This design comes from an exercise in tuning for small area, a short achievable clock period and few clock cycles per item on the open sky130 flow, not from production work.
Function was checked by simulation only, so behaviour that the tests miss may differ from the original.
Power is estimated from default activity; no workload was simulated.

==> design/flow/design.v <==
module cas_cell #(
   parameter int WIDTH = 32
) (
   input  logic [WIDTH-1:0] a,
   input  logic [WIDTH-1:0] b,
   input  logic             dir,
   output logic             p
);
   logic [31:0] x, y, g0, e0;
   logic [7:0]  g1, e1;
   logic [1:0]  g2, e2;
   logic        gt, eq;
   always_comb begin
      x  = {b[31], a[30:0]};
      y  = {a[31], b[30:0]};
      g0 = x & ~y;
      e0 = ~(x ^ y);
      for (int k = 0; k < 8; k++) begin
         g1[k] = g0[4*k+3] | (e0[4*k+3] & g0[4*k+2]) | (e0[4*k+3] & e0[4*k+2] & g0[4*k+1])
               | (e0[4*k+3] & e0[4*k+2] & e0[4*k+1] & g0[4*k]);
         e1[k] = &e0[4*k +: 4];
      end
      for (int k = 0; k < 2; k++) begin
         g2[k] = g1[4*k+3] | (e1[4*k+3] & g1[4*k+2]) | (e1[4*k+3] & e1[4*k+2] & g1[4*k+1])
               | (e1[4*k+3] & e1[4*k+2] & e1[4*k+1] & g1[4*k]);
         e2[k] = &e1[4*k +: 4];
      end
      gt = g2[1] | (e2[1] & g2[0]);
      eq = e2[1] & e2[0];
   end
   assign p = dir ? (gt | eq) : !gt;
endmodule
module cnt7_thr (
   input  logic [6:0] v,
   output logic [2:0] ta,
   output logic [3:0] tb
);
   assign ta[0] = v[0] | v[1] | v[2];
   assign ta[1] = (v[0] & v[1]) | (v[0] & v[2]) | (v[1] & v[2]);
   assign ta[2] = v[0] & v[1] & v[2];
   assign tb[0] = v[3] | v[4] | v[5] | v[6];
   assign tb[1] = (v[3] & v[4]) | (v[3] & v[5]) | (v[3] & v[6]) | (v[4] & v[5]) | (v[4] & v[6])
                | (v[5] & v[6]);
   assign tb[2] = (v[3] & v[4] & v[5]) | (v[3] & v[4] & v[6]) | (v[3] & v[5] & v[6])
                | (v[4] & v[5] & v[6]);
   assign tb[3] = v[3] & v[4] & v[5] & v[6];
endmodule
module cnt7_sel (
   input  logic [2:0] ta,
   input  logic [3:0] tb,
   output logic [7:0] c
);
   logic [3:0] a;    
   logic [4:0] b;    
   logic [8:0] t;    
   always_comb begin
      a = {ta, 1'b1};
      b = {tb, 1'b1};
      t = '0;
      for (int i = 0; i < 4; i++)
         for (int j = 0; j < 5; j++)
            t[i+j] = t[i+j] | (a[i] & b[j]);
      for (int r = 0; r < 8; r++) c[r] = t[r] & !t[r+1];
   end
endmodule
module pipelined_sorter #(
   parameter int WIDTH  = 32,
   parameter int N      = 8,
   parameter int SIGNED = 1,
   parameter int TW     = (N < 2) ? 1 : $clog2(N)
) (
   input  logic                   clk,
   input  logic                   rst_n,
   input  logic                   in_valid,
   output logic                   in_ready,
   input  logic [N*WIDTH-1:0]     in_data,
   input  logic                   in_descend,
   output logic                   out_valid,
   input  logic                   out_ready,
   output logic [N*TW-1:0]        out_tag,
   output logic [N*WIDTH-1:0]     out_data
);
   localparam int VW = N * WIDTH;
   localparam int TV = N * TW;
   logic [N*N-1:0]  bef;
   logic [N*7-1:0]  thr;       
   logic [N*7-1:0]  thr_q;
   logic [VW-1:0]   key_q;
   logic            vld_q;
   logic [N*N-1:0]  sel;       
   logic [VW-1:0]   dat_d;
   logic [TV-1:0]   tag_d;
   logic [VW-1:0]   dat_q;
   logic [TV-1:0]   tag_q;
   logic            ovld_q;
   logic            adv;
   assign out_valid = ovld_q;
   assign out_data  = dat_q;
   assign out_tag   = tag_q;
   assign adv       = !ovld_q || out_ready;
   assign in_ready  = adv;
   genvar i, j;
   generate
      for (i = 0; i < N; i = i + 1) begin : g_row
         for (j = i + 1; j < N; j = j + 1) begin : g_col
            logic p;
            cas_cell #(.WIDTH(WIDTH)) u_cmp (
               .a   (in_data[i*WIDTH +: WIDTH]),
               .b   (in_data[j*WIDTH +: WIDTH]),
               .dir (in_descend),
               .p   (p)
            );
            assign bef[j*N+i] = p;
            assign bef[i*N+j] = !p;
         end
         assign bef[i*N+i] = 1'b0;
      end
      for (i = 0; i < N; i = i + 1) begin : g_rank
         logic [N-2:0] v;
         for (j = 0; j < N; j = j + 1) begin : g_v
            if (j < i)      begin : g_lo assign v[j]   = bef[i*N+j]; end
            else if (j > i) begin : g_hi assign v[j-1] = bef[i*N+j]; end
         end
         cnt7_thr u_thr (.v(v), .ta(thr[i*7 +: 3]), .tb(thr[i*7+3 +: 4]));
         cnt7_sel u_sel (.ta(thr_q[i*7 +: 3]), .tb(thr_q[i*7+3 +: 4]), .c(sel[i*N +: N]));
      end
   endgenerate
   always_comb begin
      dat_d = '0;
      tag_d = '0;
      for (int p = 0; p < N; p++) begin
         for (int a = 0; a < N; a++) begin
            dat_d[p*WIDTH +: WIDTH] = dat_d[p*WIDTH +: WIDTH]
                                      | ({WIDTH{sel[a*N+p]}} & key_q[a*WIDTH +: WIDTH]);
            tag_d[p*TW +: TW]       = tag_d[p*TW +: TW] | ({TW{sel[a*N+p]}} & TW'(a));
         end
      end
   end
   always_ff @(posedge clk or negedge rst_n) begin
      if (!rst_n) begin
         vld_q  <= 1'b0;
         ovld_q <= 1'b0;
      end else if (adv) begin
         vld_q  <= in_valid;
         ovld_q <= vld_q;
      end
   end
   always_ff @(posedge clk) begin
      if (adv) begin
         key_q <= in_data;
         thr_q <= thr;
         dat_q <= dat_d;
         tag_q <= tag_d;
      end
   end
endmodule
==> design/flow/flow/run.sh <==
#!/bin/bash
# Own layout flow: the standard ORFS flow (standard.sh), with the ports buffered by plain
# buffers (buf_2) instead of the default delay-buffer pick, and the resizer free to change a
# cell's footprint (so port buffers and other cells can be resized to any equivalent cell).
set -euo pipefail
bash standard.sh \
   MATCH_CELL_FOOTPRINT=0 \
   "BUFFER_PORTS_ARGS=-buffer_cell sky130_fd_sc_hd__buf_2" \
   finish > standard.log 2>&1
==> design/flow/standard.sh <==
#!/bin/bash
# synth_recipe.tcl (not shown) runs the flow's synth.tcl, then flattens the netlist and writes it again
# the make line also repeats each setting of config.mk as NAME=value (left out here)
make -C /OpenROAD-flow-scripts/flow DESIGN_CONFIG=/design/flow/config.mk WORK_HOME=/design/flow/orfs CLKGATE_MAP_FILE= SYNTH_SCRIPT=/design/flow/synth_recipe.tcl "${@:-finish}"
==> design/flow/config.mk <==
export PLATFORM = sky130hd
export DESIGN_NAME = pipelined_sorter
export DESIGN_NICKNAME = pipelined_sorter
export VERILOG_FILES = /design/flow/design.v
export SDC_FILE = /design/flow/constraint.sdc
export NUM_CORES = 4
export LEC_CHECK = 0
export ABC_AREA = 1
export CAP_MARGIN = 20
export CORE_MARGIN = 2
export CORE_UTILIZATION = 35
export PLACE_DENSITY = 0.45
export SETUP_SLACK_MARGIN = 2.4
export SLEW_MARGIN = 20
==> design/flow/constraint.sdc <==
create_clock -name core_clock -period 5.0 [get_ports {clk}]
set_input_delay 1.0000 -clock core_clock [delete_from_list [all_inputs] [get_ports {clk}]]
set_output_delay 1.0000 -clock core_clock [all_outputs]
set_load 0.01 [all_outputs]
==> impl_results.md, run 1 <==
- Number of synthesized flops with an enable pin: roughly 600
- Max Freq: 356 MHz
- Initial antenna violation count: 29
- First-pass GRT wire length: 424,000 um
- Clock group share of total power: 22.3%
- Final setup fails: 0
- Max layer used: met5
- Initial Utilization: 35.3%
- RSZ-0062 raised after global routing: true
- Worst Path Required: 5.49 ns
- CP Buf/Inv Count: 2
- Internal Power: 12,800 uW
- CP dominant cell by count: nand3_1
- Drt pass-1 iters: 8
- Vias in the first global route: 53,500
- Synth area leader: edfxtp_1
- DR WL/cell: 35.0 um
- DP HPWL: 228,000 um
- Critical path startpoint category: register
- Main synth FF type: edfxtp_1
- VDD IR-drop max: 0.311 mV
- Drt via density: 6.45
- Cell with the most instances after synthesis: nand2_1
- Slew HR: between 30 and 40%
- Final period util: 56.1%
- # hold bufs at CTS: 0
- Worst skew pair latency: 0.70 ns
- Post-route ant nets: 0
- Clock Skew: about 0.033 ns
- WL met1: 127,000 um
- TritonCTS clock tree: built
- Final core occ: 43.5%
- Share of layout cells above drive strength 1: 21.2%
- GRT Util Overall: 39.5%
- CP max FO: 31
- Seq/Total Area, Yosys: about a third
- Syn. warnings: 3
- Multi-input gate area: ~0.034 mm^2
- Part of the power in registers: ~33%
- Delay-heaviest family, CP: buffers and inverters
- Crit path DAT: 3.30 ns
- Fraction of registers with async set/reset: less than 1%
- Worst hold-check path type: in -> async
- Syn Inst Count: 6,318
- Switching Power: about 10,000 uW
- Switch share: 44.7%
- Drt initial violations: 8,945
- Met3 WL: 38,900 um
- Die H: 393 um
- Leakage power: about 0.029 uW
- Top post-synthesis cells by count: nand2_1 (1,030), ha_1 (896), inv_1 (791), edfxtp_1 (592), nand3_1 (569)
- Root buffer cell: clkbuf_16
- Syn_nets: 7,475
- DRT Wirelength: 317,000 um
- I/O Buffers: 542
- Setup TNS Final: 0 ns
- Total gr overflow: 0
- Io pins: 543
- CTS H-tree depth: 3
- Worst-path clk slew: 0.06 ns
- Clock buffer depth: 3
- Yosys top cell area share: 33.5%
- Pin count of the biggest net entering global routing: about 170
- Gpl congestion: 1.03
- Slew Viols, Final: 0
- CP peak stage delay: about 0.65 ns
- Worst-Margin Slew: 1.03 ns
- Synthesized area: about 0.053 mm^2
- Synthesized area per cell: 8.39 um^2
- Area contributors post-synth: edfxtp_1 (34%), ha_1 (21%), nand2_1 (7.3%), inv_1 (5.6%), o22ai_1 (5.6%)
- Run status: no timing/DRC/antenna violations
- Std cell rows: 142
- Worst setup path category: reg -> reg
- Gate power share: between 40% and 50%
- Die ar.: 0.155 mm^2
- Clock sinks: 594
- Critical-path cell list: a21oi_1, nand3_1, nor2_2, buf_4, inv_1, o22ai_1, a221oi_1, nand3_1
- Die width: roughly 400 um
- Vias: a little under 60,000
- Pwr Total: between 20,000 and 25,000 uW
- Total CTS buffers: 70
- Fillers: about 15,000
- Endpoints failing hold: 0
- Yosys cell types: 49
- Core area: 0.150 mm^2
- Area growth from synthesis to layout: 23.3%
- Layout net count: 8,144
- Max stage delay cell, worst path: buf_4
- Number of synthesized register bits: 594
- Pwr dens: about 350 mW/mm^2
- Post-layout min period: 2.81 ns
- Sequential cell area: between 0.015 and 0.02 mm^2
- Number of max-cap violations: 0
- # DRC: 0
- Crit end category: register
- Routed wl met2: 128,000 um
==> state kept, by name (all words and copies together), names as in the netlist <==
name,flops
ovld_q,1
dat_q,256
thr_q,56
vld_q,1
tag_q,24
key_q,256
==> power by group through the flow <==
stage | logic, uW | registers, uW | clock network (uW)
finish | 10400 | 7610 | 5170
global route | 10700 | 7650 | 5410
CTS | 9360 | 7570 | 5220
detailed placement | 8880 | 7670 | 0
global placement | 8840 | 7670 | 0
floorplan | 4300 | 7640 | 0
==> worst register-to-register path, cell delays in order (launching register included) <==
cell	delay (ns)
edfxtp_1	0.59
a21oi_1	0.25
nand3_1	0.16
nor2_2	0.10
buf_4	0.65
inv_1	0.35
o22ai_1	0.20
a221oi_1	0.08
nand3_1	0.24
==> final timing paths <==
check,from,to,slack (ns),cells past startpoint
worst max-delay path,thr_q[22],dat_q[81],2.19,8
min in group core_clock,vld_q,ovld_q,0.46,2
max in group asynchronous,rst_n,ovld_q,4.82,1
worst min-delay path,rst_n,vld_q,0.07,1
worst min register to register,vld_q,ovld_q,0.46,2
worst max register to register,thr_q[22],dat_q[81],2.19,8
==> through the flow <==
| step | hold slack, ns | setup slack (ns) | std cells | area (um^2) |
|---|---|---|---|---|
| after floorplan | 0.420 | 0.657 | 6318 | 53000 |
| after global placement | 0.433 | 1.14 | 8767 | 58200 |
| after detailed placement | 0.432 | 1.12 | 8767 | 58200 |
| after CTS | 0.0629 | 2.29 | 8990 | 63300 |
| after global routing | 0.0735 | 2.18 | 9061 | 65300 |
| final | 0.0746 | 2.19 | 9073 | 65400 |
==> cell type report <==
class / count / area share [%]
tap: 2016 / 3.86
sequential: 594 / 27.3
antenna: 17 / 0.0651
clock inverter: 37 / 0.605
multi-input combinational: 4704 / 51.7
inverter: 823 / 5.11
timing repair buffer: 794 / 8.59
clock buffer: 88 / 2.82
==> layer usage <==
metal	GRT usage (%)	up-vias
met1	51.7	27900
met5	0.478	-
met3	13.2	1368
met4	21.6	14
li1	-	24800
met2	56.9	4444
==> logic make-up after synthesis <==
kind of cell	after synthesis	synth area share, %
flip-flops	594	33.6
AO/OA/AOI/OAI	1516	18.4
AND/OR/NAND/NOR	2289	19.3
buffers and inverters	1023	7.58
adder cells (fa/ha/maj)	896	21.2
==> timing repair <==
action	in CTS	in global routing
setup buffers	95	63
gates cloned	3	3
endpoints found under the hold margin	0	0
pin swaps	126	91
endpoints found under the setup margin	279	199
gates resized for setup	536	366
==> layout by cell type, fill, tap and decap left out, types with 49 or more instances in the layout <==
cell type / n
inv_1: 691
o211ai_1: 64
nand2_2: 87
buf_2: 455
o2111ai_1: 60
ha_1: 824
buf_6: 56
clkbuf_16: 74
a21oi_1: 501
nand4_1: 156
nor2_1: 243
ha_4: 72
o22ai_1: 472
edfxtp_1: 592
nand3_1: 523
o221ai_1: 92
clkbuf_4: 54
o21ai_0: 56
nand2_1: 928
inv_2: 62
nor2_2: 96
and3_1: 49
nor2_4: 55
buf_4: 177
a221oi_1: 160
Testbench counts, summed over its fixed seeds: cycles 16,016, items 16,000.
==> run 2: changes to the inputs <==
--- a/design/flow/design.v
+++ b/design/flow/design.v
@@ -88,6 +88,7 @@
    logic [VW-1:0]   key_q;
    logic            vld_q;
    logic [N*N-1:0]  sel;       
+   logic [N*N-1:0]  sel_en;    
    logic [VW-1:0]   dat_d;
    logic [TV-1:0]   tag_d;
    logic [VW-1:0]   dat_q;
@@ -125,14 +126,15 @@
          cnt7_sel u_sel (.ta(thr_q[i*7 +: 3]), .tb(thr_q[i*7+3 +: 4]), .c(sel[i*N +: N]));
       end
    endgenerate
+   assign sel_en = sel & {(N*N){adv}};
    always_comb begin
-      dat_d = '0;
-      tag_d = '0;
+      dat_d = dat_q & {VW{!adv}};
+      tag_d = tag_q & {TV{!adv}};
       for (int p = 0; p < N; p++) begin
          for (int a = 0; a < N; a++) begin
             dat_d[p*WIDTH +: WIDTH] = dat_d[p*WIDTH +: WIDTH]
-                                      | ({WIDTH{sel[a*N+p]}} & key_q[a*WIDTH +: WIDTH]);
-            tag_d[p*TW +: TW]       = tag_d[p*TW +: TW] | ({TW{sel[a*N+p]}} & TW'(a));
+                                      | ({WIDTH{sel_en[a*N+p]}} & key_q[a*WIDTH +: WIDTH]);
+            tag_d[p*TW +: TW]       = tag_d[p*TW +: TW] | ({TW{sel_en[a*N+p]}} & TW'(a));
          end
       end
    end
@@ -149,8 +151,10 @@
       if (adv) begin
          key_q <= in_data;
          thr_q <= thr;
-         dat_q <= dat_d;
-         tag_q <= tag_d;
       end
    end
+   always_ff @(posedge clk) begin
+      dat_q <= dat_d;
+      tag_q <= tag_d;
+   end
 endmodule
--- a/design/flow/config.mk
+++ b/design/flow/config.mk
@@ -10,5 +10,5 @@
 export CORE_MARGIN = 2
 export CORE_UTILIZATION = 35
 export PLACE_DENSITY = 0.45
-export SETUP_SLACK_MARGIN = 2.4
+export SETUP_SLACK_MARGIN = 2.3
 export SLEW_MARGIN = 20
==> run 2 against run 1 <==
  * Still clean on timing, DRC and antenna
  * Sequential share of layout area shrank 3.5 points
  * Non-clock buffer count shrank 62
  * First-iteration DRC count shrank 15%
  * Critical path type is now in -> reg
  * Largest power group unchanged
==> impl_results.md, run 2 <==
- Run status: no timing/DRC/antenna violations
- I/O Buffers: 542 (unchanged)
- Syn. warnings: 3 (unchanged)
- Finished Cell Area: 0.0633 mm^2 (-3.2%)
- Vias in the first global route: 52,600 (-1.5%)
- DP HPWL: 220,000 um (-3.4%)
- Crit path DAT: 3.08 ns (-0.22 ns)
- Root buffer cell: clkbuf_16
- Most frequent cells in the layout: nand2_1 (848), ha_1 (819), nand3_1 (680)
- Synthesized area: 0.0522 mm^2 (-1.5%)
- Synth area leader: ha_1
- Most used routing layer: met2
- First-pass GRT wire length: 396,000 um (-6.5%)
- Synthesized area per cell: 7.76 um^2 (-7.4%)
- Top flop regs: dat_q: 256 flops, key_q: 256 flops, thr_q: 56 flops
- CP dominant cell by count: nand2_2
- Drt via density: 6.22 (-3.7%)
- Total CTS buffers: 73 (+4.3%)
- Die ar.: 0.152 mm^2 (-1.4%)
- Post-layout min period: 2.72 ns (-0.0854 ns)
- DRT Wirelength: 288,000 um (-9.1%)
- RSZ-0062 raised after global routing: true
- Worst-Margin Slew: 1.14 ns (+0.109 ns)
- Multi-input gate area: 0.0357 mm^2 (+5.7%)
- # hold bufs at CTS: 0 (unchanged)
- # DRC: 0 (unchanged)
- GR Layer Usage met3: 6.69% (-6.5 points)
- Final setup fails: 0 (unchanged)
- Final period util: 54.4% (-1.7 points)
- Initial Utilization: 35.3% (about the same)
- Worst hold-check path type: in -> async
- Critical path startpoint category: input port
- Worst-path clk slew: 0.06 ns (about the same)
- GRT met1 Usage: 51.6% (-0.069 points)
- CP peak stage delay: 0.26 ns (-0.39 ns)
- Main synth FF type: edfxtp_1
- Drt initial violations: 7,601 (-15%)
- Slew HR: 23.7% (-7.3 points)
- CTS H-tree depth: 3 (unchanged)
- Fin cells: 9,273 (+2.2%)
- Setup TNS Final: 0 ns (unchanged)
- Commonest non-fill, non-tap cell in the layout: nand2_1
- Std cell rows: 141 (-0.70%)
- Top post-synthesis cells by count: nand2_1 (930), ha_1 (896), inv_1 (766), nand3_1 (725), a21oi_1 (651)
- Number of synthesized register bits: 594 (unchanged)
- Die H: 390 um (-0.72%)
- Worst Path Required: 5.36 ns (-0.13 ns)
- Gpl congestion: 0.990 (-3.9%)
- Placed cells: 9,018 (+2.9%)
- Vias: 57,600 (-1.6%)
- Max stage delay cell, worst path: ha_4
- Slew Viols, Final: 0 (unchanged)
- Placed cell area: 0.0569 mm^2 (-2.1%)
- Die width: 390 um (-0.72%)
- Worst skew pair latency: 0.69 ns (about the same)
- Syn Inst Count: 6,727 (+6.5%)
- Max Freq: 368 MHz (+3.1%)
- Share of layout cells above drive strength 1: 19.6% (-1.6 points)
- Leakage power: 0.0286 uW (-1.2%)
- Met2 Use GR: 53.8% (-3.1 points)
- Fillers: 15,100 (+0.97%)
- Number of max-cap violations: 0 (unchanged)
- Pwr dens: 348 mW/mm^2 (-1.6%)
- CP max FO: 5 (-84%)
- Sequential cell area: 0.0150 mm^2 (-16%)
- Post-route ant nets: 0 (unchanged)
- Crit end category: register
- Number of synthesized flops with an enable pin: 312 (-47%)
- TritonCTS clock tree: built
- Area growth from synthesis to layout: 21.2%
- Endpoints failing hold: 0 (unchanged)
- Total gr overflow: 0 (unchanged)
- Worst setup path category: in -> reg
- VDD IR-drop max: 0.215 mV (-31%)
- DR WL/cell: 31.1 um (-11%)
- Cell with the most instances after synthesis: nand2_1
- Syn_nets: 7,884 (+5.5%)
- Pin count of the biggest net entering global routing: 78 (-55%)
- Layout net count: 8,438 (+3.6%)
- Clock sinks: 594 (unchanged)
- Fraction of registers with async set/reset: 0.337% (unchanged)
- Critical-path cell list: buf_8, clkinvlp_4, buf_6, ha_4, nand2_2, nor2_2, nand2_2, nor3_4, nand3_2, o21bai_4, nand3_1, nand2_2, inv_2, nand4_1
- Drt pass-1 iters: 8 (unchanged)
- Yosys top cell area share: 21.5% (-12 points)
- Yosys cell types: 53 (+8.2%)
- GRT Util Overall: 36.2% (-3.3 points)
- Seq/Total Area, Yosys: 28.8% (-4.9 points)
- Clock buffer depth: 3 (unchanged)
- Io pins: 543 (unchanged)
- Initial antenna violation count: 22 (-24%)
- Core area: 0.148 mm^2 (-1.4%)
- Clock Skew: 0.0357 ns (+0.00241 ns)
- Area contributors post-synth: ha_1 (21%), edfxtp_1 (18%), dfxtp_1 (11%), nand3_1 (6.9%), nand2_1 (6.7%)
-- run 2: changes by cell type after synthesis, sizes merged, moves of 29 or more --
| cell | previous run | this run |
|---|---|---|
| dfxtp | 0 | 280 |
| nor2 | 394 | 626 |
| inv | 816 | 786 |
| buf | 115 | 169 |
| a221oi | 164 | 238 |
| nand2 | 1053 | 946 |
| o21ai | 80 | 51 |
| o221ai | 96 | 5 |
| o211ai | 64 | 10 |
| o22ai | 474 | 536 |
| a21oi | 509 | 651 |
| edfxtp | 592 | 312 |
| nand3 | 574 | 737 |
-- run 2: power breakdown --
part / leakage (uW) / switching [uW] / internal, uW
Combinational: 0.0220 / 5880 / 3000
Clock: 0.00111 / 2330 / 2970
Sequential: 0.00548 / 1490 / 6380
-- run 2: path summary, 6_finish.rpt --
path | startpoint | slack (ns) | end | depth (start not counted)
max in group asynchronous | rst_n | 4.80 | ovld_q | 1
min in group core_clock | vld_q | 0.45 | ovld_q | 2
min | rst_n | 0.10 | vld_q | 1
max | in_data[219] | 2.28 | thr_q[10] | 14
min reg2reg | vld_q | 0.45 | ovld_q | 2
max reg2reg | thr_q[35] | 2.33 | dat_q[158] | 7
-- run 2: what timing repair did --
item	in CTS	in global routing
cloned	4	1
setup endpoints to repair	279	187
gates resized for setup	261	532
pin swaps	56	158
setup buffers	54	58
-- run 2: area by class of cell --
cell class	instances	area share [%]
Inverter	788	4.91
Clock inverter	23	0.350
Timing Repair Buffer	732	7.45
Timing Repair inverter	3	0.0395
Clock buffer	105	3.25
Tap cell	1930	3.82
Sequential cell	594	23.7
Multi-Input combinational cell	5089	56.4
Antenna cell	9	0.0356
-- run 2: kinds of logic (layout without fill, tap and decap cells) --
kind of cell,count (synthesis),in the layout,synth area share (%)
buf+inv,1044,1651,8.03
fa+ha+maj,896,896,21.5
flops,594,594,28.8
compound gates,1614,1614,19.7
other cells,0,9,0
simple gates,2579,2579,22.0
-- run 2: worst max-delay path, delay by kind of cell --
family	cells	cell delay, ns
AO/OA/AOI/OAI	1	0.21
AND/OR/NAND/NOR	8	1.07
buffers and inverters	4	0.51
adder cells (fa/ha/maj)	1	0.26
-- run 2: through the flow --
stage	hold WS [ns]	utilization, %	total power, uW	setup slack, ns
2_1_floorplan	0.420	-	11900	1.79
3_3_place_gp	0.437	38.5	15900	1.11
3_5_place_dp	0.439	38.5	16000	1.06
4_1_cts	0.0562	41.0	21400	2.23
5_1_grt	0.0854	42.7	22900	2.17
6_report	0.101	42.8	22100	2.28
-- run 2: routing by layer --
metal / wire length (um) / up-vias
met1: 126000 / 27700
li1: - / 25700
met2: 122000 / 3595
met4: 11600 / 4
met5: 26 / -
met3: 29200 / 549
Testbench counts of run 2, summed over its fixed seeds: cycles 16,016, items 16,000.
==> run 3: changes to the inputs <==
--- a/design/flow/config.mk
+++ b/design/flow/config.mk
@@ -9,6 +9,7 @@
 export CAP_MARGIN = 20
 export CORE_MARGIN = 2
 export CORE_UTILIZATION = 35
+export CTS_BUF_LIST = sky130_fd_sc_hd__clkbuf_4 sky130_fd_sc_hd__clkbuf_8
 export PLACE_DENSITY = 0.45
-export SETUP_SLACK_MARGIN = 2.3
+export SETUP_SLACK_MARGIN = 2.35
 export SLEW_MARGIN = 20
==> run 3 against run 2 <==
  * Synthesized cell count unchanged
  * Worst setup slack better by 0.0011 ns
  * Clock power increased by 2%
  * Power grew 0.21%
  * Global-route usage increased by 0.78 points
  * Sequential share of layout area rose by 0.53 points
  * Cell area decreased by 2.2%
  * Clock-buffer cell count rose by 76
  * Sequential power about the same
  * Worst hold slack improved by 0.26 ns
  * Largest power group unchanged
==> impl_results.md, run 3 <==
- Total CTS buffers: 113 (+55%)
- Final WS setup: 2.28 ns (+0.00114 ns)
- Yosys top cell area share: 21.5% (unchanged)
- Synthesized area: 0.0522 mm^2 (unchanged)
- CTS H-tree depth: 3 (unchanged)
- Pwr Total: 22,100 uW (+0.21%)
- Worst skew pair latency: 0.86 ns (+0.17 ns)
- Pre-CTS setup slack: 1.10 ns (+0.0378 ns)
- Leakage power: 0.0286 uW (+0.11%)
- Root buffer cell: clkbuf_8
- Critical-path cell list: inv_1, nor2_4, buf_12, clkinv_16, buf_6
- I/O Buffers: 542 (unchanged)
- CP max FO: 3 (-2)
- Core area: 0.148 mm^2 (unchanged)
- Setup TNS Final: 0 ns (unchanged)
- First-pass GRT wire length: 402,000 um (+1.4%)
- Top flop regs: dat_q: 256 flops, key_q: 256 flops, thr_q: 56 flops
- Area growth from synthesis to layout: 18.5%
- Clock buffer depth: 3 (unchanged)
- Gpl congestion: 0.983 (-0.73%)
- Critical path startpoint category: register
- Finished Cell Area: 0.0619 mm^2 (-2.2%)
- Synthesized area per cell: 7.76 um^2 (unchanged)
- Worst-path clk slew: 0.06 ns (about the same)
- Area contributors post-synth: ha_1 (21%), edfxtp_1 (18%), dfxtp_1 (11%), nand3_1 (6.9%), nand2_1 (6.7%)
- VDD IR-drop max: 0.215 mV (+0.20%)
- Clock Skew: 0.0709 ns (+0.0352 ns)
- Worst r2r dst: dat_q[4]
- Die width: 390 um (unchanged)
- Total gr overflow: 0 (unchanged)
- Post-route ant nets: 0 (unchanged)
- Io pins: 543 (unchanged)
- Vias: 58,200 (+0.94%)
- Initial Utilization: 35.3% (unchanged)
- Die H: 390 um (unchanged)
- Crit path DAT: 1.72 ns (-1.36 ns)
- Origin of the critical flop-to-flop path: ovld_q
- Layout net count: 8,445 (+0.083%)
- GRT Util Overall: 36.9% (+0.78 points)
- Die ar.: 0.152 mm^2 (unchanged)
- Run status: no timing/DRC/antenna violations
- Max Freq: 368 MHz (about the same)
- Hold Crit Depth: 1
- Number of synthesized flops with an enable pin: 312 (unchanged)
- Pin count of the biggest net entering global routing: 115 (+47%)
- Yosys cell types: 53 (unchanged)
- TritonCTS clock tree: built
- Hold Crit Start: in_data[234]
- Crit end category: primary output
- Share of layout cells above drive strength 1: 17.7% (-1.9 points)
- Slew HR: 27.6% (+3.9 points)
- Final period util: 54.4% (about the same)
- Post-layout min period: 2.72 ns (-0.00114 ns)
- Syn Inst Count: 6,727 (unchanged)
- Worst setup path category: reg -> out
- Seq/Total Area, Yosys: 28.8% (unchanged)
- DP HPWL: 222,000 um (+0.89%)
- Commonest non-fill, non-tap cell in the layout: nand2_1
- Fraction of registers with async set/reset: 0.337% (unchanged)
- Vias in the first global route: 52,700 (+0.13%)
- DRT Wirelength: 295,000 um (+2.2%)
- Cell with the most instances after synthesis: nand2_1
- Placed cell area: 0.0571 mm^2 (+0.35%)
- R2R Setup Slk: 2.37 ns (+0.04 ns)
- Initial antenna violation count: 24 (+9.1%)
- Main synth FF type: edfxtp_1
- R2R depth: 10 (+3)
- Min-Delay Endpoint: key_q[234]
- # DRC: 0 (unchanged)
- Drt via density: 6.24 (+0.38%)
- DR WL/cell: 31.6 um (+1.6%)
- Max stage delay cell, worst path: dfrtp_1
- Slew Viols, Final: 0 (unchanged)
- Endpoints failing hold: 0 (unchanged)
- Clock sinks: 594 (unchanged)
- Pwr dens: 357 mW/mm^2 (+2.4%)
- CP peak stage delay: 0.34 ns (+0.08 ns)
- RSZ-0062 raised after global routing: true
- Syn. warnings: 3 (unchanged)
- Drt pass-1 iters: 6 (-2)
- Synth area leader: ha_1
- Drt initial violations: 7,993 (+5.2%)
- Worst Path Required: 4.00 ns (-1.36 ns)
- Most frequent cells in the layout: nand2_1 (886), ha_1 (856), inv_1 (722)
- Final setup fails: 0 (unchanged)
- Syn_nets: 7,884 (unchanged)
- Top post-synthesis cells by count: nand2_1 (930), ha_1 (896), inv_1 (766), nand3_1 (725), a21oi_1 (651)
- Worst hold-check path type: in -> reg
- Worst-Margin Slew: 1.08 ns (-0.0596 ns)
- Hold slack: 0.365 ns (+0.264 ns)
- Number of synthesized register bits: 594 (unchanged)
- Number of max-cap violations: 0 (unchanged)
- Std cell rows: 141 (unchanged)
## run 3: per-stage QoR
| step | cells | util (%) |
|---|---|---|
| after floorplan | 6727 | - |
| after global placement | 9020 | 38.6 |
| after detailed placement | 9021 | 38.6 |
| after CTS | 9261 | 40.7 |
| after global routing | 9322 | 41.8 |
| final | 9325 | 41.8 |
## run 3: layout make-up
cell class	count	area [um^2]
antenna	11	27.5
clock buffer	181	2220
clock inverter	30	262
fill	15300	86100
inverter	788	3080
multi-input combinational	5090	34600
sequential	594	15000
tap	1930	2410
timing repair buffer	699	4240
timing repair inverter	2	22.5
## run 3: kinds of logic after synthesis
| kind of cell | share of synthesized area (%) |
|---|---|
| compound gates | 19.7 |
| simple gates | 22.0 |
| flops | 28.8 |
| buf+inv | 8.03 |
| fa+ha+maj | 21.5 |
## run 3: report_power, final
| group | total (uW) | switching (uW) | internal, uW | leakage (uW) |
|---|---|---|---|---|
| combinational | 8790 | 5870 | 2920 | 0.0218 |
| clock | 5420 | 2450 | 2980 | 0.00132 |
| sequential | 7880 | 1510 | 6380 | 0.00548 |
| total | 22100 | 9830 | 12300 | 0.0286 |
## run 3: worst max path at each step
stage / start / slack [ns] / cells past startpoint / end
CTS: ovld_q / 2.20 / 5 / in_ready
global placement: in_data[31] / 1.04 / 14 / thr_q[15]
detailed placement: in_data[31] / 1.10 / 16 / thr_q[4]
finish: ovld_q / 2.28 / 5 / in_ready
floorplan: out_ready / 1.79 / 5 / in_ready
global route: ovld_q / 2.22 / 5 / in_ready
## run 3: layer usage
layer / up-vias / global-route usage (%) / part of all wire [%]
li1: 25800 / - / -
met4: 6 / 15.9 / 5.0
met2: 3742 / 53.3 / 41
met1: 28000 / 53.1 / 44
met5: - / 0.478 / 0.045
met3: 667 / 7.04 / 10
## run 3: critical path: cells and delay by family, from the launching register on
family,cells,cell delay (ns)
buffers and inverters,4,0.41
DFF,1,0.34
and+or+nand+nor,1,0.10
## run 3: what timing repair did
action	in CTS	in global routing
cloned	3	2
endpoints found under the hold margin	2	0
pin swaps	6	64
hold buffers	1	0
resized for setup	79	321
buffers inserted	25	51
endpoints found under the setup margin	422	358
==> run 4: changes to the inputs <==
--- a/design/flow/config.mk
+++ b/design/flow/config.mk
@@ -6,10 +6,10 @@
 export NUM_CORES = 4
 export LEC_CHECK = 0
 export ABC_AREA = 1
-export CAP_MARGIN = 20
+export CAP_MARGIN = 5
 export CORE_MARGIN = 2
 export CORE_UTILIZATION = 35
 export CTS_BUF_LIST = sky130_fd_sc_hd__clkbuf_4 sky130_fd_sc_hd__clkbuf_8
 export PLACE_DENSITY = 0.45
 export SETUP_SLACK_MARGIN = 2.35
-export SLEW_MARGIN = 20
+export SLEW_MARGIN = 5
==> run 4 against run 3 <==
  * Still clean on timing, DRC and antenna
  * Clock skew shrank 0.020 ns
  * Non-clock buffer count grew 1
  * Sequential power is essentially flat
  * Utilization rose by 0.18 points
  * Critical path type unchanged
  * Critical endpoint unchanged
==> impl_results.md, run 4 <==
- Run status: no timing/DRC/antenna violations
- Hold slack: 0.367 ns (+0.00204 ns)
- Pre-CTS setup slack: 1.08 ns (-0.0165 ns)
- Total gr overflow: 0 (unchanged)
- Die H: 390 um (unchanged)
- Post-layout min period: 2.72 ns (-0.00115 ns)
- Delay-heaviest family, CP: buffers and inverters
- Final WS setup: 2.28 ns (+0.00115 ns)
- Critical path startpoint category: register
- Syn. warnings: 3 (unchanged)
- Vias in the first global route: 52,800 (+0.19%)
- Endpoints failing hold: 0 (unchanged)
- Drt via density: 6.25 (+0.20%)
- Core area: 0.148 mm^2 (unchanged)
- Worst Path Required: 4.00 ns (about the same)
- Part of the power in registers: 35.9% (+0.2 points)
- Seq/Total Area, Yosys: 28.8% (unchanged)
- Number of synthesized flops with an enable pin: 312 (unchanged)
- VDD IR-drop max: 0.204 mV (-5.4%)
- Die width: 390 um (unchanged)
- DRT Wirelength: 295,000 um (+0.12%)
- CP Buf/Inv Count: 4 (unchanged)
- Worst setup path category: reg -> out
- Number of max-cap violations: 0 (unchanged)
- Synthesized area: 0.0522 mm^2 (unchanged)
- Placed cell area: 0.0571 mm^2 (about the same)
- Initial Utilization: 35.3% (unchanged)
- # DRC: 0 (unchanged)
- Share of layout cells above drive strength 1: 18.1% (+0.36 points)
- Main synth FF type: edfxtp_1
- Io pins: 543 (unchanged)
- Syn Inst Count: 6,727 (unchanged)
- Top flop regs: dat_q: 256 flops, key_q: 256 flops, thr_q: 56 flops
- Switch share: 44.6% (+0.15 points)
- Yosys cell types: 53 (unchanged)
- Drt initial violations: 8,002 (+0.11%)
- Clock Skew: 0.0509 ns (-0.0200 ns)
- Leakage power: 0.0285 uW (-0.25%)
- TritonCTS clock tree: built
- Clock buffer depth: 3 (unchanged)
- Cell with the most instances after synthesis: nand2_1
- I/O Buffers: 542 (unchanged)
- Worst skew pair latency: 0.85 ns (about the same)
- CP max FO: 3 (unchanged)
- Max stage delay cell, worst path: dfrtp_1
- Final period util: 54.4% (about the same)
- Slew Viols, Final: 0 (unchanged)
- Top post-synthesis cells by count: nand2_1 (930), ha_1 (896), inv_1 (766), nand3_1 (725), a21oi_1 (651)
- DP HPWL: 222,000 um (about the same)
- Pin count of the biggest net entering global routing: 115 (unchanged)
- Synth area leader: ha_1
- Clock sinks: 594 (unchanged)
- Synthesized area per cell: 7.76 um^2 (unchanged)
- Yosys top cell area share: 21.5% (unchanged)
- Die ar.: 0.152 mm^2 (unchanged)
- Std cell rows: 141 (unchanged)
- Clock group share of total power: 24.2% (-0.3 points)
- Most frequent cells in the layout: nand2_1 (884), ha_1 (830), inv_1 (714)
- Layout net count: 8,444 (-0.012%)
- Vias: 58,200 (+0.084%)
- Internal Power: 12,200 uW (-0.73%)
- Crit path DAT: 1.72 ns (about the same)
- Syn_nets: 7,884 (unchanged)
- Worst-Margin Slew: 1.13 ns (+0.0485 ns)
- Worst-path clk slew: 0.07 ns (about the same)
- Worst hold-check path type: in -> reg
- Pwr dens: 354 mW/mm^2 (-0.88%)
- CP peak stage delay: 0.36 ns (+0.02 ns)
- CTS H-tree depth: 3 (unchanged)
- Post-route ant nets: 0 (unchanged)
- Final setup fails: 0 (unchanged)
- Number of synthesized register bits: 594 (unchanged)
- Drt pass-1 iters: 6 (unchanged)
- Initial antenna violation count: 26 (+8.3%)
- Gate power share: 39.9% (about the same)
- Finished Cell Area: 0.0622 mm^2 (+0.43%)
- Final core occ: 42.0% (+0.18 points)
- Area growth from synthesis to layout: 19.0%
- First-pass GRT wire length: 402,000 um (about the same)
- Switching Power: 9820 uW (-0.12%)
- Commonest non-fill, non-tap cell in the layout: nand2_1
- Crit end category: primary output
- DR WL/cell: 31.7 um (+0.24%)
- Area contributors post-synth: ha_1 (21%), edfxtp_1 (18%), dfxtp_1 (11%), nand3_1 (6.9%), nand2_1 (6.7%)
- GRT Util Overall: 36.9% (about the same)
- Total CTS buffers: 111 (-1.8%)
- Gpl congestion: 0.983 (unchanged)
- Root buffer cell: clkbuf_8
- RSZ-0062 raised after global routing: true
- Max Freq: 368 MHz (about the same)
- Critical-path cell list: inv_2, nor2_4, buf_12, clkinv_16, buf_6
- Setup TNS Final: 0 ns (unchanged)
- Fraction of registers with async set/reset: 0.337% (unchanged)
- Slew HR: 24.5% (-3.1 points)
[run 4: final cells by class]
type,instances,area [um^2]
clock inverter,30,317
clock buffer,166,2060
timing repair buffer,700,4300
inverter,788,3090
sequential,594,15000
fill,15200,85800
timing repair inverter,3,30.0
tap,1930,2410
multi-input combinational,5089,34900
antenna,14,35.0
[run 4: worst paths after layout]
path / from / end / slack (ns) / cells past startpoint
max in group asynchronous: rst_n / vld_q / 4.40 / 2
hold / removal: in_data[63] / key_q[63] / 0.37 / 1
setup / recovery: ovld_q / in_ready / 2.28 / 5
setup reg to reg: thr_q[35] / dat_q[155] / 2.37 / 7
min in group asynchronous: rst_n / ovld_q / 0.50 / 2
hold reg to reg: vld_q / ovld_q / 0.45 / 2
[run 4: logic make-up (layout without fill, tap and decap cells)]
family / Yosys count / after routing / share of synthesized area [%]
other: 0 / 14 / 0
AOI/OAI and AO/OA: 1614 / 1614 / 19.7
DFF: 594 / 594 / 28.8
and+or+nand+nor: 2579 / 2579 / 22.0
adders and majority gates: 896 / 896 / 21.5
buffers and inverters: 1044 / 1687 / 8.03
[run 4: metal layers]
metal  wire length, um  track usage, %
met5               161           0.510
met4             14400            16.4
met3             30200            6.53
met2            121000            53.3
met1            129000            53.2
[run 4: what timing repair did]
action | in CTS | in global routing
hold endpoints to repair | 2 | 0
pin swaps | 8 | 82
buffers inserted | 22 | 56
resized for setup | 76 | 378
endpoints found under the setup margin | 426 | 434
gates cloned | 3 | 2
hold buffers | 1 | 0
[run 4: stage by stage]
step,instances,power [uW]
2_1_floorplan,6727,11900
3_5_place_dp,9020,16100
3_3_place_gp,9020,16000
5_1_grt,9311,22800
4_1_cts,9242,21400
6_report,9314,22000
[run 4: power by group through the flow]
stage                     sequential (uW)  clock (uW)  combinational, uW
after floorplan                      7450           0               4420
after global placement               7890           0               8130
after detailed placement             7890           0               8200
after CTS                            7790        5360               8300
after global routing                 7900        5540               9350
final                                7900        5310               8780
==> run 5: changes to the inputs <==
--- a/design/flow/config.mk
+++ b/design/flow/config.mk
@@ -6,10 +6,10 @@
 export NUM_CORES = 4
 export LEC_CHECK = 0
 export ABC_AREA = 1
-export CAP_MARGIN = 5
+export CAP_MARGIN = 20
 export CORE_MARGIN = 2
 export CORE_UTILIZATION = 35
 export CTS_BUF_LIST = sky130_fd_sc_hd__clkbuf_4 sky130_fd_sc_hd__clkbuf_8
 export PLACE_DENSITY = 0.45
-export SETUP_SLACK_MARGIN = 2.35
-export SLEW_MARGIN = 5
+export SETUP_SLACK_MARGIN = 2.5
+export SLEW_MARGIN = 20
==> run 5 against run 4 <==
  * Worst hold slack worse by 0.0056 ns
  * Highest routed layer unchanged
  * Critical path depth stayed put
  * Final cell count grew 0.91%
  * Sequential power about the same
  * Via count rose by 0.45%
  * Critical path type unchanged
  * Clock-buffer cell count fell by 2
  * Combinational power up 3.8%
  * Fmax is 1.2% higher
  * Area after synthesis did not move
  * Global-route usage decreased by 0.71 points
  * Clock power rose by 1%
  * First-iteration DRC count is 10% lower
==> impl_results.md, run 5 <==
- Io pins: 543 (unchanged)
- Pwr Total: 22,400 uW (+1.7%)
- Initial antenna violation count: 21 (-19%)
- Yosys top cell area share: 21.5% (unchanged)
- Fin cells: 9,399 (+0.91%)
- Final setup fails: 0 (unchanged)
- # DRC: 0 (unchanged)
- Total CTS buffers: 112 (+0.90%)
- Vias in the first global route: 52,600 (-0.38%)
- Synthesized area: 0.0522 mm^2 (unchanged)
- DRT Wirelength: 291,000 um (-1.4%)
- Area growth from synthesis to layout: 25.1%
- Worst skew pair latency: 0.83 ns (-0.02 ns)
- Max stage delay cell, worst path: dfrtp_1
- Number of max-cap violations: 0 (unchanged)
- Commonest non-fill, non-tap cell in the layout: nand2_1
- Worst-path clk slew: 0.06 ns (about the same)
- Drt via density: 6.22 (-0.46%)
- Pin count of the biggest net entering global routing: 135 (+17%)
- Total gr overflow: 0 (unchanged)
- Worst-Margin Slew: 0.960 ns (-0.174 ns)
- RSZ-0062 raised after global routing: true
- DP HPWL: 220,000 um (-0.66%)
- Syn Inst Count: 6,727 (unchanged)
- Final core occ: 44.2% (+2.1 points)
- GRT Util Overall: 36.2% (-0.71 points)
- TritonCTS clock tree: built
- Endpoints failing hold: 0 (unchanged)
- Core area: 0.148 mm^2 (unchanged)
- Std cell rows: 141 (unchanged)
- Root buffer cell: clkbuf_8
- Drt initial violations: 7,170 (-10%)
- Max Freq: 372 MHz (+1.2%)
- Post-route ant nets: 0 (unchanged)
- CP peak stage delay: 0.35 ns (about the same)
- Die width: 390 um (unchanged)
- Die H: 390 um (unchanged)
- Post-layout min period: 2.69 ns (-0.0317 ns)
- First-pass GRT wire length: 396,000 um (-1.6%)
- Worst hold-check path type: in -> reg
- Share of layout cells above drive strength 1: 23.3% (+5.2 points)
- Origin of the critical flop-to-flop path: ovld_q
- Crit path DAT: 1.69 ns (-0.03 ns)
- Worst setup path category: reg -> out
- CP Buf/Inv Count: 4 (unchanged)
- Setup TNS Final: 0 ns (unchanged)
- Worst Path Required: 4.00 ns (about the same)
- Top post-synthesis cells by count: nand2_1 (930), ha_1 (896), inv_1 (766), nand3_1 (725), a21oi_1 (651)
- Slew Viols, Final: 0 (unchanged)
- Critical path startpoint category: register
- Placed cells: 9,016 (-0.044%)
- Cell with the most instances after synthesis: nand2_1
- Number of synthesized flops with an enable pin: 312 (unchanged)
- Critical-path cell list: inv_2, nor2_4, buf_12, clkinv_16, buf_6
- Seq/Total Area, Yosys: 28.8% (unchanged)
- Drt pass-1 iters: 6 (unchanged)
- VDD IR-drop max: 0.208 mV (+2.1%)
- I/O Buffers: 542 (unchanged)
- Fillers: 15,000 (-1.6%)
- Vias: 58,500 (+0.45%)
- Synthesized area per cell: 7.76 um^2 (unchanged)
- Syn_nets: 7,884 (unchanged)
- Slew HR: 36.0% (+12 points)
- Run status: no timing/DRC/antenna violations
- Clock Skew: 0.0410 ns (-0.00987 ns)
- Gpl congestion: 0.992 (+0.97%)
- Synth area leader: ha_1
- Main synth FF type: edfxtp_1
- DR WL/cell: 31.0 um (-2.3%)
- Pwr dens: 342 mW/mm^2 (-3.2%)
- Delay-heaviest family, CP: buffers and inverters
- Top flop regs: dat_q: 256 flops, key_q: 256 flops, thr_q: 56 flops
- CP max FO: 3 (unchanged)
- Syn. warnings: 3 (unchanged)
- Initial Utilization: 35.3% (unchanged)
- Origin of the worst setup path: ovld_q
- Layout net count: 8,529 (+1.0%)
- CTS H-tree depth: 3 (unchanged)
- Most frequent cells in the layout: nand2_1 (820), ha_1 (799), inv_1 (658)
- Crit end category: primary output
- Fraction of registers with async set/reset: 0.337% (unchanged)
- Final period util: 53.7% (-0.63 points)
- Area contributors post-synth: ha_1 (21%), edfxtp_1 (18%), dfxtp_1 (11%), nand3_1 (6.9%), nand2_1 (6.7%)
- Hold Crit Start: in_data[250]
- Leakage power: 0.0293 uW (+2.7%)
- Clock sinks: 594 (unchanged)
- Number of synthesized register bits: 594 (unchanged)
- Die ar.: 0.152 mm^2 (unchanged)
- Clock buffer depth: 3 (unchanged)
- Final WS setup: 2.31 ns (+0.0317 ns)
- Pre-CTS setup slack: 1.06 ns (-0.0160 ns)
- Yosys cell types: 53 (unchanged)
-- run 5: cell counts after synthesis --
Identical to the previous run, type by type.
-- run 5: layout make-up --
type	instances	area (um^2)	share of cell area, %
Sequential cell	594	15100	23.0
Antenna cell	10	25.0	0.0383
Timing Repair Buffer	783	5640	8.63
Multi-Input combinational cell	5089	36500	55.9
Timing Repair inverter	4	41.3	0.0632
Tap cell	1930	2410	3.70
Clock inverter	37	415	0.636
Clock buffer	164	2010	3.08
Inverter	788	3230	4.94
-- run 5: routing by layer --
layer  vias to the layer above  GRT usage, %  wire, um
li1                      26000             -         -
met1                     28300          51.5    127000
met2                      3622          53.4    121000
met3                       643          6.67     28900
met4                         4          15.3     14000
met5                         -             0        22
-- run 5: final timing paths --
path                         endpoint  slack (ns)  depth (start not counted)
max                          in_ready        2.31                          5
min                        key_q[250]        0.36                          1
max in group asynchronous      ovld_q        4.41                          2
min reg2reg                    ovld_q        0.45                          2
min in group asynchronous       vld_q        0.49                          2
max reg2reg                dat_q[220]        2.49                         10
-- run 5: worst reg2reg max path: stages, from the launching register on --
cell	delay [ns]
dfrtp_1	0.38
inv_2	0.07
nor2_4	0.04
buf_12	0.13
clkinv_16	0.08
buf_4	0.27
nand3_2	0.68
buf_12	0.45
o22ai_1	0.16
a21oi_1	0.06
nand3_1	0.11
-- run 5: kinds of logic after synthesis --
kind of cell | count (synthesis) | synth area share (%)
buffers and inverters | 1044 | 8.03
AO/OA/AOI/OAI | 1614 | 19.7
flip-flops | 594 | 28.8
AND/OR/NAND/NOR | 2579 | 22.0
adder cells (fa/ha/maj) | 896 | 21.5
-- run 5: repair_timing --
action,CTS,global route
hold buffers,1,0
pin swaps,33,208
buffers inserted,45,120
gates cloned,4,2
hold endpoints to repair,2,0
setup endpoints to repair,332,286
resized for setup,320,762
-- run 5: per-stage QoR --
stage / hold WS (ns) / instance area, um^2
floorplan: 0.420 / 52700
global placement: 0.430 / 57200
detailed placement: 0.442 / 57300
CTS: 0.320 / 61300
global route: 0.323 / 65300
finish: 0.361 / 65300
-- run 5: where the power goes --
group	switching, uW	internal (uW)	leakage (uW)	total [uW]
Sequential	1500	6390	0.00549	7890
Clock	2390	2990	0.00126	5380
Combinational	5960	3150	0.0226	9110
Total	9850	12500	0.0293	22400
==> run 6: changes to the inputs <==
--- a/design/flow/config.mk
+++ b/design/flow/config.mk
@@ -10,6 +10,6 @@
 export CORE_MARGIN = 2
 export CORE_UTILIZATION = 35
 export CTS_BUF_LIST = sky130_fd_sc_hd__clkbuf_4 sky130_fd_sc_hd__clkbuf_8
-export PLACE_DENSITY = 0.45
-export SETUP_SLACK_MARGIN = 2.5
+export PLACE_DENSITY = 0.6
+export SETUP_SLACK_MARGIN = 2.35
 export SLEW_MARGIN = 20
==> run 6 against run 5 <==
  * Worst setup slack got worse by 0.048 ns
  * Sequential power rose by 0.6%
  * Clock power fell by 7.8%
  * Largest cell class unchanged
  * Sequential cell count did not move
  * First-iteration DRC count rose by 27%
  * Critical path depth rose by 9
  * Wire length fell by 1.8%
  * Cell area fell by 6.5%
==> impl_results.md, run 6 <==
- Run status: no timing/DRC/antenna violations
- CP max FO: 6 (+3)
- Die H: 390 um (unchanged)
- Drt initial violations: 9,096 (+27%)
- Worst hold-check path type: in -> reg
- Crit end category: register
- Pin count of the biggest net entering global routing: 119 (-12%)
- Clock sinks: 594 (unchanged)
- Post-layout min period: 2.74 ns (+0.0485 ns)
- Synthesized area per cell: 7.76 um^2 (unchanged)
- Syn. warnings: 3 (unchanged)
- Critical-path cell list: buf_2, clkinvlp_4, ha_1, nand2_1, nor2_1, and3_2, nand3_1, nor2_1, nand2_1, nand2_1, nand2_1, nand2_2, nand2_1, or2_1
- Final core occ: 41.3% (-2.9 points)
- Worst skew pair latency: 0.83 ns (about the same)
- TritonCTS clock tree: built
- Std cell rows: 141 (unchanged)
- CP peak stage delay: 0.38 ns (+0.03 ns)
- Gpl congestion: 1.03 (+4.0%)
- Clock buffer depth: 3 (unchanged)
- Fraction of registers with async set/reset: 0.337% (unchanged)
- Core area: 0.148 mm^2 (unchanged)
- Commonest non-fill, non-tap cell in the layout: nand2_1
- Initial Utilization: 35.3% (unchanged)
- Endpoints failing hold: 0 (unchanged)
- Layout net count: 8,401 (-1.5%)
- Area growth from synthesis to layout: 16.9%
- Number of synthesized register bits: 594 (unchanged)
- Root buffer cell: clkbuf_8
- Drt pass-1 iters: 7 (+1)
- DR WL/cell: 30.8 um (-0.56%)
- Syn_nets: 7,884 (unchanged)
- Vias: 59,300 (+1.4%)
- Slew Viols, Final: 0 (unchanged)
- CTS H-tree depth: 3 (unchanged)
- Final setup fails: 0 (unchanged)
- Worst setup path category: in -> reg
- Number of synthesized flops with an enable pin: 312 (unchanged)
- Worst-Margin Slew: 1.18 ns (+0.222 ns)
- Drt via density: 6.39 (+2.7%)
- Die ar.: 0.152 mm^2 (unchanged)
- Yosys cell types: 53 (unchanged)
- Post-route ant nets: 0 (unchanged)
- Setup TNS Final: 0 ns (unchanged)
- Top post-synthesis cells by count: nand2_1 (930), ha_1 (896), inv_1 (766), nand3_1 (725), a21oi_1 (651)
- DP HPWL: 215,000 um (-2.3%)
- Clock Skew: 0.0783 ns (+0.0372 ns)
- Die width: 390 um (unchanged)
- Top flop regs: dat_q: 256 flops, key_q: 256 flops, thr_q: 56 flops
- CP dominant cell by count: nand2_1
- Pwr dens: 354 mW/mm^2 (+3.4%)
- Io pins: 543 (unchanged)
- Synthesized area: 0.0522 mm^2 (unchanged)
- Area contributors post-synth: ha_1 (21%), edfxtp_1 (18%), dfxtp_1 (11%), nand3_1 (6.9%), nand2_1 (6.7%)
- Yosys top cell area share: 21.5% (unchanged)
- Final period util: 54.7% (+0.97 points)
- Worst-path clk slew: 0.06 ns (about the same)
- Main synth FF type: edfxtp_1
- Crit path DAT: 3.25 ns (+1.56 ns)
- Share of layout cells above drive strength 1: 16.5% (-6.8 points)
- Hold slack: 0.391 ns (+0.0297 ns)
- Critical path startpoint category: input port
- Vias in the first global route: 54,000 (+2.6%)
- Synth area leader: ha_1
- GRT Util Overall: 35.7% (-0.55 points)
- Total CTS buffers: 105 (-6.3%)
- DRT Wirelength: 286,000 um (-1.8%)
- RSZ-0062 raised after global routing: true
- Number of max-cap violations: 0 (unchanged)
- VDD IR-drop max: 0.227 mV (+9.0%)
- Slew HR: 21.1% (-15 points)
- Seq/Total Area, Yosys: 28.8% (unchanged)
- Initial antenna violation count: 32 (+52%)
- Total gr overflow: 0 (unchanged)
- # DRC: 0 (unchanged)
- First-pass GRT wire length: 392,000 um (-0.92%)
- Syn Inst Count: 6,727 (unchanged)
- Worst Path Required: 5.51 ns (+1.51 ns)
- I/O Buffers: 542 (unchanged)
- Max stage delay cell, worst path: ha_1
- Leakage power: 0.0282 uW (-3.8%)
- Cell with the most instances after synthesis: nand2_1
- Most frequent cells in the layout: nand2_1 (894), ha_1 (862), inv_1 (726)
- Max Freq: 366 MHz (-1.8%)
==> run 6: kinds of logic after synthesis <==
logic type,Yosys count,share of synthesized area [%]
adders and majority gates,896,21.5
DFF,594,28.8
and+or+nand+nor,2579,22.0
AOI/OAI and AO/OA,1614,19.7
buffers and inverters,1044,8.03
==> run 6: routing by layer <==
layer / wire, um / vias up / global-route usage (%)
met3: 37000 / 1045 / 9.38
li1: - / 25700 / -
met5: 80 / - / 0
met4: 21300 / 14 / 21.9
met2: 115000 / 4597 / 51.5
met1: 112000 / 28000 / 47.2
==> run 6: repair_timing <==
item / CTS / global route
setup buffers: 17 / 29
cloned: 1 / 1
hold buffers: 1 / 0
pin swaps: 10 / 38
gates resized for setup: 79 / 253
endpoints found under the hold margin: 2 / 0
setup endpoints to repair: 287 / 139
==> run 6: metrics by stage <==
stage               setup WS [ns]  power (uW)  std cells  cell area (um^2)
finish                       2.26       21600       9284             61100
global route                 2.21       22300       9280             61100
CTS                          2.18       21000       9229             59800
detailed placement           1.06       16100       9018             57100
global placement             1.13       15900       9018             57100
floorplan                    1.79       11900       6727             52600
==> run 6: final timing paths <==
kind	from	to	slack [ns]	depth (start not counted)
min reg2reg	vld_q	ovld_q	0.45	2
max in group asynchronous	rst_n	vld_q	4.40	2
min	in_data[254]	key_q[254]	0.39	1
min in group asynchronous	rst_n	ovld_q	0.51	2
max	in_data[127]	thr_q[31]	2.26	14
max reg2reg	thr_q[55]	dat_q[133]	2.33	8
==> run 6: area by class of cell <==
class | count | area (um^2)
tap | 1930 | 2410
sequential | 594 | 15000
inverter | 788 | 3060
multi-input combinational | 5089 | 34300
fill | 15100 | 86900
timing repair inverter | 2 | 22.5
clock buffer | 150 | 1830
antenna | 25 | 62.6
clock inverter | 42 | 378
timing repair buffer | 664 | 3950
==> run 6: report_power, final <==
| part | internal, uW | total [uW] | switching, uW |
|---|---|---|---|
| Clock | 2670 | 4960 | 2280 |
| Sequential | 6380 | 7940 | 1560 |
| Combinational | 2860 | 8720 | 5860 |
| Total | 11900 | 21600 | 9710 |
==> run 6: critical path, delay by kind of cell <==
family,cells,cell delay [ns]
adder cells (fa/ha/maj),1,0.38
buffers and inverters,2,0.41
AND/OR/NAND/NOR,11,1.46
==> run 7: changes to the inputs <==
==> design/flow/flow/run.sh (replaced) <==
#!/bin/bash
# Own layout flow: the standard ORFS flow (standard.sh), with the ports buffered by plain
# buffers (buf_1) instead of the default delay-buffer pick, and the resizer free to change a
# cell's footprint (so port buffers and other cells can be resized to any equivalent cell).
set -euo pipefail
bash standard.sh \
   MATCH_CELL_FOOTPRINT=0 \
   "BUFFER_PORTS_ARGS=-buffer_cell sky130_fd_sc_hd__buf_1" \
   finish > standard.log 2>&1
--- a/design/flow/config.mk
+++ b/design/flow/config.mk
@@ -8,8 +8,8 @@
 export ABC_AREA = 1
 export CAP_MARGIN = 20
 export CORE_MARGIN = 2
-export CORE_UTILIZATION = 35
+export CORE_UTILIZATION = 45
 export CTS_BUF_LIST = sky130_fd_sc_hd__clkbuf_4 sky130_fd_sc_hd__clkbuf_8
-export PLACE_DENSITY = 0.6
+export PLACE_DENSITY = 0.55
 export SETUP_SLACK_MARGIN = 2.35
 export SLEW_MARGIN = 20
==> run 7 against run 6 <==
  * Still clean
  * Non-clock buffer count is 35 higher
  * Worst hold slack better by 0.017 ns
  * Area after synthesis stayed put
  * Via count is 1.5% lower
  * Largest power group unchanged
==> impl_results.md, run 7 <==
- Synth area leader: ha_1
- Clock buffer depth: 3 (unchanged)
- GRT Util Overall: 43.1% (+7.4 points)
- Commonest non-fill, non-tap cell in the layout: nand2_1
- Main synth FF type: edfxtp_1
- Syn Inst Count: 6,727 (unchanged)
- TritonCTS clock tree: built
- Vias: 58,400 (-1.5%)
- Syn. warnings: 3 (unchanged)
- DR WL/cell: 30.0 um (-2.4%)
- Share of layout cells above drive strength 1: 13.5% (-3.1 points)
- Max Freq: 355 MHz (-2.9%)
- Gate power share: 39.1% (-1.2 points)
- Yosys top cell area share: 21.5% (unchanged)
- Fraction of registers with async set/reset: 0.337% (unchanged)
- Slew HR: 22.0% (+0.91 points)
- Die ar.: 0.119 mm^2 (-22%)
- Worst Path Required: 4.00 ns (-1.51 ns)
- Top post-synthesis cells by count: nand2_1 (930), ha_1 (896), inv_1 (766), nand3_1 (725), a21oi_1 (651)
- Synthesized area per cell: 7.76 um^2 (unchanged)
- Crit path DAT: 1.82 ns (-1.43 ns)
- Root buffer cell: clkbuf_8
- DRT Wirelength: 267,000 um (-6.4%)
- Final core occ: 53.0% (+12 points)
- First-pass GRT wire length: 370,000 um (-5.7%)
- Top flop regs: dat_q: 256 flops, key_q: 256 flops, thr_q: 56 flops
- Worst-Margin Slew: 1.17 ns (-0.0161 ns)
- CP max FO: 3 (-3)
- Area contributors post-synth: ha_1 (21%), edfxtp_1 (18%), dfxtp_1 (11%), nand3_1 (6.9%), nand2_1 (6.7%)
- Pwr Total: 21,400 uW (-0.95%)
- Max stage delay cell, worst path: dfrtp_1
- Number of synthesized flops with an enable pin: 312 (unchanged)
- Final setup fails: 0 (unchanged)
- Slew Viols, Final: 0 (unchanged)
- Worst setup path category: reg -> out
- CTS H-tree depth: 3 (unchanged)
- Fillers: 11,400 (-25%)
- Pre-CTS setup slack: 0.995 ns (-0.0696 ns)
- Internal Power: 11,900 uW (about the same)
- Pin count of the biggest net entering global routing: 192 (+61%)
- Std cell rows: 124 (-12%)
- Worst skew pair latency: 0.80 ns (-0.03 ns)
- Cell with the most instances after synthesis: nand2_1
- Worst hold-check path type: in -> reg
- Worst-path clk slew: 0.06 ns (about the same)
- Critical path startpoint category: register
- Area growth from synthesis to layout: 16.3%
- Number of max-cap violations: 0 (unchanged)
- I/O Buffers: 542 (unchanged)
- Endpoints failing hold: 0 (unchanged)
- Pwr dens: 352 mW/mm^2 (-0.45%)
- Post-layout min period: 2.82 ns (+0.0809 ns)
- RSZ-0062 raised after global routing: true
- Clock group share of total power: 24.2% (+1.3 points)
- Switching Power: 9510 uW (-2.1%)
- Die width: 345 um (-12%)
- Crit end category: primary output
- Drt via density: 6.56 (+2.7%)
- Seq/Total Area, Yosys: 28.8% (unchanged)
- Final WS setup: 2.18 ns (-0.0809 ns)
- Layout net count: 8,440 (+0.46%)
- VDD IR-drop max: 0.239 mV (+5.4%)
- Drt pass-1 iters: 7 (unchanged)
- Critical-path cell list: inv_2, nor2_4, buf_12, clkinv_8, buf_16, buf_6
- Post-route ant nets: 0 (unchanged)
- Synthesized area: 0.0522 mm^2 (unchanged)
- Total CTS buffers: 108 (+2.9%)
- Run status: no timing/DRC/antenna violations
- Initial antenna violation count: 20 (-38%)
- Vias in the first global route: 52,300 (-3.1%)
- Placed cells: 8,618 (-4.4%)
- # DRC: 0 (unchanged)
- Setup TNS Final: 0 ns (unchanged)
- Switch share: 44.4% (-0.51 points)
- Number of synthesized register bits: 594 (unchanged)
- Clock sinks: 594 (unchanged)
- Die H: 345 um (-12%)
- DP HPWL: 200,000 um (-6.8%)
- Drt initial violations: 8,271 (-9.1%)
- Most frequent cells in the layout: nand2_1 (878), ha_1 (859), nand3_1 (691)
- Final period util: 56.3% (+1.6 points)
- Fin cells: 8,904 (-4.1%)
- Leakage power: 0.0275 uW (-2.4%)
- Initial Utilization: 45.6% (+10 points)
- Io pins: 543 (unchanged)
- Total gr overflow: 0 (unchanged)
- Clock Skew: 0.0483 ns (-0.0299 ns)
- Yosys cell types: 53 (unchanged)
- CP peak stage delay: 0.36 ns (-0.02 ns)
- Syn_nets: 7,884 (unchanged)
- Part of the power in registers: 36.7% (about the same)
- Core area: 0.115 mm^2 (-23%)
- Gpl congestion: 1.02 (-1.0%)
[run 7: critical path: cells and delay by family, from the launching register on]
kind,cells,cell delay [ns]
buf+inv,5,0.52
simple gates,1,0.12
flops,1,0.36
[run 7: layout make-up]
class,count,area [um^2],area share (%)
Antenna cell,17,42.5,0.0700
Clock buffer,168,2060,3.38
Clock inverter,34,305,0.502
Inverter,788,3050,5.01
Multi-Input combinational cell,5090,34600,56.9
Sequential cell,594,15000,24.7
Tap cell,1512,1890,3.11
Timing Repair Buffer,699,3810,6.28
Timing Repair inverter,2,17.5,0.0288
[run 7: layer usage]
metal | up-vias | global-route usage, % | part of all wire, %
li1 | 25800 | - | -
met4 | 0 | 20.6 | 5.7
met3 | 799 | 12.1 | 14
met5 | - | 0 | 0
met1 | 27400 | 60.1 | 41
met2 | 4468 | 60.8 | 40
[run 7: cells by family after synthesis]
group | synth area share, %
fa+ha+maj | 21.5
buf+inv | 8.03
simple gates | 22.0
flops | 28.8
compound gates | 19.7
[run 7: power groups by stage]
stage / Combinational (uW) / Clock (uW) / Sequential (uW)
2_1_floorplan: 4420 / 0 / 7450
3_3_place_gp: 7630 / 0 / 7780
3_5_place_dp: 7710 / 0 / 7790
4_1_cts: 7850 / 5190 / 7690
5_1_grt: 8920 / 5400 / 7830
6_report: 8380 / 5180 / 7850
[run 7: per-stage QoR]
stage          area [um^2]  hold WS, ns
2_1_floorplan        52600        0.420
3_3_place_gp         56000        0.432
3_5_place_dp         56000        0.438
4_1_cts              59200        0.386
5_1_grt              60800        0.412
6_report             60800        0.407
[run 7: final timing paths]
| kind | startpoint | endpoint | slack (ns) | depth (start not counted) |
|---|---|---|---|---|
| max | ovld_q | in_ready | 2.18 | 6 |
| max reg2reg | ovld_q | dat_q[82] | 2.33 | 12 |
| min | in_valid | vld_q | 0.41 | 3 |
| max in group asynchronous | rst_n | ovld_q | 4.36 | 2 |
| min reg2reg | vld_q | ovld_q | 0.45 | 2 |
| min in group asynchronous | rst_n | vld_q | 0.52 | 2 |
[run 7: timing repair]
item | in CTS | in global routing
hold endpoints to repair | 2 | 0
pin swaps | 8 | 87
gates cloned | 6 | 1
setup endpoints to repair | 239 | 223
hold buffers | 1 | 0
buffers inserted | 15 | 43
resized for setup | 232 | 438

==> separate check: timing with driven ports <==
How much do the figures lean on ideal ports? The routed layouts below were timed once more, with nothing changed but the port constraints. Step 1, drivers: a clkbuf_16 drives clk and a buf_2 each remaining input, both assumed. Step 2 adds t to the input delays and takes it off the output delays; t is the mean of the earliest and latest rising clock arrival at the registers after step 1. Input paths then give back, and output paths get back, about the clock's delay inside the block. Slacks: ideal / step 1 / step 2; pairs: ideal / step 1.
| run | t, ns | setup slack, ns | hold slack, ns | worst data-port slew with drivers (ns) |
|---|---|---|---|---|
| run 1 | 0.760 | 2.194 / 2.194 / 1.542 | 0.075 / 0.018 / 0.465 | 0.12 |
| run 2 | 0.743 | 2.279 / 2.296 / 1.553 | 0.101 / 0.060 / 0.450 | 0.14 |
| run 3 | 0.899 | 2.280 / 2.209 / 1.480 | 0.365 / 0.320 / 0.452 | 0.14 |
| run 4 | 0.897 | 2.282 / 2.213 / 1.494 | 0.367 / 0.328 / 0.452 | 0.14 |
| run 5 | 0.879 | 2.313 / 2.248 / 1.593 | 0.361 / 0.345 / 0.452 | 0.14 |
| run 6 | 0.867 | 2.265 / 2.297 / 1.453 | 0.391 / 0.341 / 0.450 | 0.14 |
| run 7 | 0.845 | 2.184 / 2.117 / 1.501 | 0.407 / 0.369 / 0.452 | 0.14 |
After both steps every run listed still meets setup and hold. For run 6, which loses most, drivers alone change the setup slack by +0.032 ns; drivers and shift together by -0.812 ns.
